From an optimization exercise on the open Yosys and OpenROAD flow, aimed at a short achievable clock period and few clock cycles per item; shortcuts taken in it are not production practice.
RTL that was checked went through simulation tests only; none was proved equivalent to the original.
Power is estimated from default activity; no workload was simulated.

==> inputs of run a <==
Design rip_relative_displacement_relocator_unit, start of the top module:
module rip_relative_displacement_relocator_unit #(
    parameter int POSITION_BITS = 26
) (
    input  logic               i_clk,
    input  logic               i_rst_n,
    input  logic               i_in_valid,
    output logic               i_in_ready,
    input  logic [7:0]         i_in_byte,
    input  logic               i_in_last,
    output logic               o_out_valid,
    input  logic               o_out_ready,
    output logic [7:0]         o_out_byte,
    output logic               o_out_last,
    input  logic               i_cfg_valid,
    output logic               i_cfg_ready,
    input  logic [7:0]         i_cfg_index,
    input  logic [31:0]        i_cfg_value
);
Settings: LEC_CHECK=0, ABC_CLOCK_PERIOD_IN_PS=2000, CAP_MARGIN=20, CORE_MARGIN=2, CORE_UTILIZATION=40, SETUP_SLACK_MARGIN=4.5, SLEW_MARGIN=20; clock period 6.3 ns.
run.sh (not shown) runs the stock make flow with config.mk's settings and CLKGATE_MAP_FILE= SYNTH_SCRIPT=/design/flow/synth_recipe.tcl, a recipe that flattens the netlist after the stock synthesis.
==> run b (differences from run a) <==
Settings changed: SETUP_SLACK_MARGIN 4.5 to 4.0.
==> summary of the runs <==
Via count: run b is smaller than run a (about 7%).
Against run a, the count of clock-buffer cells in the layout of run b is lower by 14.
In run b the non-clock buffer count is lower than in run a, by 154.
Routed wire length: run a is higher than run b (19%).
Combinational power: run b is lower than run a (about 27%).
In run b the first-iteration DRC count is lower than in run a, by about 6%.
In sequential power, run b and run a hardly differ.
Area after synthesis is the same in run b and run a.
==> figures <==
item	run a	run b
Status	timing/DRC/antenna clean	timing/DRC/antenna clean
Final critical-path required period	2.87 ns	2.76 ns
Antenna violations before repair	7	0
Switching Share	22.8%	21.7%
Layout cell share with drive strength beyond 1	35.9%	17.6%
Hold slack final	0.318 ns	0.321 ns
Maximum number of pins on one net before global-route repair	104	74
WL met3	4460 um	2770 um
Maximum cell stage delay along the critical path	0.56 ns	0.45 ns
Sequential group share of total power	49.1%	48.5%
Leakage dissipation	0.0163 uW	0.0142 uW
End of the worst register-to-register path	r_off_hi[15]	r_off_hi[14]
End point of the critical path	r_off_hi[15]	r_off_hi[14]
Final area over synthesized area	1.344x	1.191x
Comb group	815 uW	599 uW
Non-CTS buffers	277	123
Met3 usage	2.81%	2.80%
Testbench counts of run a, summed over its fixed seeds: cycles 35,001, bytes 34,913.
Testbench counts of run b, summed over its fixed seeds: cycles 35,001, bytes 34,913.

---

==> inputs of v16 <==
rip_relative_displacement_relocator_unit, a different RTL version from the one above (not shown whole).
export LEC_CHECK = 0
export ABC_CLOCK_PERIOD_IN_PS = 2000
export CAP_MARGIN = 20
export CORE_MARGIN = 2
export CORE_UTILIZATION = 40
export SETUP_SLACK_MARGIN = 4.0
export SLEW_MARGIN = 20
create_clock -name core_clock -period 6.3 [get_ports {i_clk}]
==> inputs of v2, as changes to v16 <==
--- a/flow/design.v
+++ b/flow/design.v
@@ -114,55 +114,63 @@
     logic        r_two_byte;
     logic [31:0] r_load_base;
     logic [31:0] r_win_start;
     logic [26:0] r_win_len;
     logic [31:0] r_dest_start;
-    logic [31:0] load_less_start;
     logic [31:0] r_off_base;
     logic [31:0] disp_base;
+    logic        r_cfg_valid;
+    logic [7:0]  r_cfg_index;
+    logic [31:0] r_cfg_value;
     assign i_cfg_ready = 1'b1;
     always_ff @(posedge i_clk) begin
+        r_cfg_valid <= i_cfg_valid;
+        r_cfg_index <= i_cfg_index;
+        r_cfg_value <= i_cfg_value;
+    end
+    always_ff @(posedge i_clk) begin
         if (!i_rst_n) begin
             r_opc_first  <= rrdr_pkg::RST_OPCODE_FIRST;
             r_opc_second <= rrdr_pkg::RST_OPCODE_SECOND;
             r_opc_third  <= rrdr_pkg::RST_OPCODE_THIRD;
             r_two_byte   <= rrdr_pkg::RST_TWO_BYTE_MODE;
             r_load_base  <= rrdr_pkg::RST_LOAD_BASE;
             r_win_start  <= rrdr_pkg::RST_WINDOW_START;
             r_win_len    <= rrdr_pkg::RST_WINDOW_LENGTH;
             r_dest_start <= rrdr_pkg::RST_DEST_START;
-        end else if (i_cfg_valid) begin
-            case (i_cfg_index)
-                rrdr_pkg::REG_OPCODE_FIRST:  r_opc_first  <= i_cfg_value[7:0];
-                rrdr_pkg::REG_OPCODE_SECOND: r_opc_second <= i_cfg_value[7:0];
-                rrdr_pkg::REG_OPCODE_THIRD:  r_opc_third  <= i_cfg_value[7:0];
-                rrdr_pkg::REG_TWO_BYTE_MODE: r_two_byte   <= i_cfg_value[0];
-                rrdr_pkg::REG_LOAD_BASE:     r_load_base  <= i_cfg_value;
-                rrdr_pkg::REG_WINDOW_START:  r_win_start  <= i_cfg_value;
-                rrdr_pkg::REG_WINDOW_LENGTH: r_win_len    <= i_cfg_value[26:0];
-                rrdr_pkg::REG_DEST_START:    r_dest_start <= i_cfg_value;
+        end else if (r_cfg_valid) begin
+            case (r_cfg_index)
+                rrdr_pkg::REG_OPCODE_FIRST:  r_opc_first  <= r_cfg_value[7:0];
+                rrdr_pkg::REG_OPCODE_SECOND: r_opc_second <= r_cfg_value[7:0];
+                rrdr_pkg::REG_OPCODE_THIRD:  r_opc_third  <= r_cfg_value[7:0];
+                rrdr_pkg::REG_TWO_BYTE_MODE: r_two_byte   <= r_cfg_value[0];
+                rrdr_pkg::REG_LOAD_BASE:     r_load_base  <= r_cfg_value;
+                rrdr_pkg::REG_WINDOW_START:  r_win_start  <= r_cfg_value;
+                rrdr_pkg::REG_WINDOW_LENGTH: r_win_len    <= r_cfg_value[26:0];
+                rrdr_pkg::REG_DEST_START:    r_dest_start <= r_cfg_value;
                 default: ;
             endcase
         end
     end
-    rrdr_sum2 u_load_less_start (
+    logic [31:0] off_x, off_y;
+    assign off_x = r_load_base ^ ~r_win_start ^ 32'd4;
+    assign off_y = {(r_load_base[30:0] & ~r_win_start[30:0]) |
+                    (r_load_base[30:0] & 31'd4) | (~r_win_start[30:0] & 31'd4), 1'b0};
+    rrdr_sum2 u_off_base (
         .i_clk (i_clk),
-        .i_a   (r_load_base),
-        .i_b   (~r_win_start),
+        .i_a   (off_x),
+        .i_b   (off_y),
         .i_cin (1'b1),
-        .o_sum (load_less_start)
+        .o_sum (r_off_base)
     );
     rrdr_sum2 u_disp_base (
         .i_clk (i_clk),
         .i_a   (r_dest_start),
         .i_b   (~r_win_start),
         .i_cin (1'b1),
         .o_sum (disp_base)
     );
-    always_ff @(posedge i_clk) begin
-        r_off_base <= load_less_start + 32'd4;
-    end
     logic       r_in_ready;
     logic       r_iv;
     logic [7:0] r_ib;
     logic       r_il;
     logic       in_go;
@@ -313,22 +321,23 @@
             r_run_base <= r_off_base;
         end
     end
     logic        r_k_v;
     logic [3:0]  r_kc_g, r_kc_p;
-    logic [3:0]  r_kt_g, r_kt_p;
+    logic [7:0]  r_kt_g, r_kt_p;
     logic        r_k_y32;
     logic [7:0]  r_ks [4];
     logic [3:0]  r_ks_g;
     logic        r_hit;
     logic [31:0] r_patch;
     logic [31:0] disp_now;
     logic [31:0] len_inv;
     logic [31:0] cs_x;
     logic [32:0] cs_y;
     logic [31:0] tg, tp, cg, cp;
-    logic [3:0]  kc_g, kc_p, kt_g, kt_p;
+    logic [3:0]  kc_g, kc_p;
+    logic [7:0]  kt_g, kt_p;
     function automatic [1:0] group8(input logic [7:0] g, input logic [7:0] p);
         logic [3:0] g2, p2;
         logic [1:0] g4, p4;
         for (int i = 0; i < 4; i++) begin
             g2[i] = g[2*i+1] | (p[2*i+1] & g[2*i]);
@@ -338,21 +347,31 @@
             g4[i] = g2[2*i+1] | (p2[2*i+1] & g2[2*i]);
             p4[i] = p2[2*i+1] & p2[2*i];
         end
         group8 = {g4[1] | (p4[1] & g4[0]), p4[1] & p4[0]};
     endfunction
+    function automatic [1:0] group4(input logic [3:0] g, input logic [3:0] p);
+        logic [1:0] g2, p2;
+        for (int i = 0; i < 2; i++) begin
+            g2[i] = g[2*i+1] | (p[2*i+1] & g[2*i]);
+            p2[i] = p[2*i+1] & p[2*i];
+        end
+        group4 = {g2[1] | (p2[1] & g2[0]), p2[1] & p2[0]};
+    endfunction
     assign disp_now = {r_lb[3], r_lb[2], r_lb[1], r_lb[0]};
     assign len_inv  = {5'h1F, ~r_win_len};
     always_comb begin
         cs_x = r_run_base ^ disp_now ^ len_inv;
         cs_y = {(r_run_base & disp_now) | (r_run_base & len_inv) | (disp_now & len_inv), 1'b1};
         tg   = cs_x & cs_y[31:0];
         tp   = cs_x | cs_y[31:0];
         cg   = r_run_base & disp_now;
         cp   = r_run_base | disp_now;
+        for (int j = 0; j < 8; j++) begin
+            {kt_g[j], kt_p[j]} = group4(tg[4*j +: 4], tp[4*j +: 4]);
+        end
         for (int j = 0; j < 4; j++) begin
-            {kt_g[j], kt_p[j]} = group8(tg[8*j +: 8], tp[8*j +: 8]);
             {kc_g[j], kc_p[j]} = group8(cg[8*j +: 8], cp[8*j +: 8]);
         end
     end
     always_ff @(posedge i_clk) begin
         r_kc_g  <= kc_g;
@@ -368,14 +387,16 @@
         end else begin
             r_k_v <= rel & match;
         end
     end
     logic       c32, ct32;
+    logic [1:0] kt_all;
     logic [3:0] ks_p, ks_c;
     always_comb begin
         c32  = r_kc_g[3] | (r_kc_p[3] & (r_kc_g[2] | (r_kc_p[2] & (r_kc_g[1] | (r_kc_p[1] & r_kc_g[0])))));
-        ct32 = r_kt_g[3] | (r_kt_p[3] & (r_kt_g[2] | (r_kt_p[2] & (r_kt_g[1] | (r_kt_p[1] & r_kt_g[0])))));
+        kt_all = group8(r_kt_g, r_kt_p);
+        ct32   = kt_all[1];
         for (int j = 0; j < 4; j++) begin
             ks_p[j] = &r_ks[j];
         end
         ks_c[0] = 1'b0;
         ks_c[1] = r_ks_g[0];
@@ -415,36 +436,40 @@
             if (r_dt[1][1]) fix_byte = r_patch[15:8];
             if (r_dt[1][2]) fix_byte = r_patch[23:16];
             if (r_dt[1][3]) fix_byte = r_patch[31:24];
         end
     end
-    logic [7:0] r_fb [OD];
-    logic       r_fl [OD];
+    logic [8:0] r_fe [OD];           
     logic [3:0] r_wp, r_rp;
-    logic       fifo_ne;
+    logic       wen;
+    logic [8:0] wdata;
     logic       pop;
-    logic [7:0] head_byte;
-    logic       head_last;
+    logic [3:0] wp_next, rp_inc;
+    logic [8:0] head_keep, head_take;
+    logic       ne_keep, ne_take;
     logic       r_out_valid;
-    logic [7:0] r_out_byte;
-    logic       r_out_last;
-    assign fifo_ne   = (r_wp != r_rp);
-    assign head_byte = r_fb[r_rp[2:0]];
-    assign head_last = r_fl[r_rp[2:0]];
-    assign pop       = fifo_ne & (o_out_ready | ~r_out_valid);
-    always_ff @(posedge i_clk) begin
-        if (r_dv[1]) begin
-            r_fb[r_wp[2:0]] <= fix_byte;
-            r_fl[r_wp[2:0]] <= r_dl[1];
+    logic [8:0] r_out;
+    assign wen       = r_dv[1];
+    assign wdata     = {r_dl[1], fix_byte};
+    assign pop       = r_out_valid & o_out_ready;
+    assign wp_next   = r_wp + {3'd0, wen};
+    assign rp_inc    = r_rp + 4'd1;
+    assign head_keep = (wen && r_wp[2:0] == r_rp[2:0])  ? wdata : r_fe[r_rp[2:0]];
+    assign head_take = (wen && r_wp[2:0] == rp_inc[2:0]) ? wdata : r_fe[rp_inc[2:0]];
+    assign ne_keep   = (wp_next != r_rp);
+    assign ne_take   = (wp_next != rp_inc);
+    always_ff @(posedge i_clk) begin
+        if (wen) begin
+            r_fe[r_wp[2:0]] <= wdata;
         end
         if (!r_run) begin
-            r_wp <= '0;
-            r_rp <= '0;
+            r_wp  <= '0;
+            r_rp  <= '0;
             r_pop <= 1'b0;
         end else begin
-            r_wp <= r_wp + {3'd0, r_dv[1]};
-            r_rp <= r_rp + {3'd0, pop};
+            r_wp  <= wp_next;
+            r_rp  <= pop ? rp_inc : r_rp;
             r_pop <= pop;
         end
     end
     always_ff @(posedge i_clk) begin
         if (!r_run) begin
@@ -454,19 +479,14 @@
         end
     end
     always_ff @(posedge i_clk) begin
         if (!i_rst_n || !r_run) begin
             r_out_valid <= 1'b0;
-        end else if (o_out_ready) begin
-            r_out_valid <= fifo_ne;
         end else begin
-            r_out_valid <= r_out_valid | fifo_ne;
-        end
-        if (o_out_ready || !r_out_valid) begin
-            r_out_byte <= head_byte;
-            r_out_last <= head_last;
+            r_out_valid <= pop ? ne_take : ne_keep;
         end
+        r_out <= pop ? head_take : head_keep;
     end
     assign o_out_valid = r_out_valid;
-    assign o_out_byte  = r_out_byte;
-    assign o_out_last  = r_out_last;
+    assign o_out_byte  = r_out[7:0];
+    assign o_out_last  = r_out[8];
 endmodule
- SETUP_SLACK_MARGIN: 4.0 -> 4.2
==> run summary <==
- Of v16 and v2, v2 has the higher synthesized area (gap about 4%, measured against v2).
- Of v2 and v16, v16 has the higher critical path depth (gap 10).
- In v16 the final cell count is lower than in v2, by about 3.7%.
- Against v2, the clock power of v16 is smaller by about 2%.
- Against v16, the utilization of v2 is lower by 0.97 points.
- Of v16 and v2, v2 has the higher worst setup slack (gap 0.12 ns).
==> figures <==
                                                                                 v2        v16
Result of the run                                          timing/DRC/antenna clean  timing/DRC/antenna clean
Portion of total power attributed to combinational logic                      0.169      0.189
Worst Max-Slew Pin Slew                                                    0.884 ns    1.01 ns
Post-synthesis xor/xnor area fraction                                        0.0544     0.0663
Smallest setup slack after layout                                           3.96 ns    3.83 ns
Worst IR Drop VDD                                                          0.199 mV   0.220 mV
Non-filler instance count after layout                                         4058       3907
Die extent in y                                                              281 um     275 um
Max Clk Rate                                                              0.427 GHz  0.406 GHz
Count of multi-input combinational gates                                       1892       1811
GR Layer Usage met3                                                          0.0293     0.0306
Worst setup skew after layout                                             0.0298 ns  0.0196 ns
Number of violations reported at the end of detailed-routing iteration 0       1260        982
Function was not checked in any run of this note: the RTL went through the layout flow alone.

afterwards: timing with drivers on the ports:
The flow's constraints put no driver on any port. The routed layouts listed below were extracted and timed again, unchanged, in two steps.
Step 1 sets driving cells, clkbuf_16 on the clock port and buf_2 on the other inputs (assumed; they add their load-dependent delay and slew).
Step 2 adds t to the input delays and takes it off the output delays; t is the mean of the earliest and latest rising clock arrival at the registers after step 1. Input paths then give back, and output paths get back, about the clock's delay inside the block.
Slacks: ideal ports / drivers / drivers and shift; pairs: ideal ports / drivers.
run | t, ns | setup WS [ns] | worst slew at a driven data input, ns | pins driven straight from the clock port
run a | 0.683 | 3.433 / 3.433 / 3.433 | 0.05 | 1
run b | 0.684 | 3.537 / 3.537 / 3.439 | 0.07 | 1
v16 | 0.665 | 3.834 / 3.852 / 3.197 | 0.05 | 1
v2 | 0.673 | 3.958 / 3.895 / 3.725 | 0.06 | 1
After both steps setup and hold are still met in every run listed. The setup slack of v16, which loses most, moves by +0.018 ns with the drivers and by -0.637 ns with both steps.
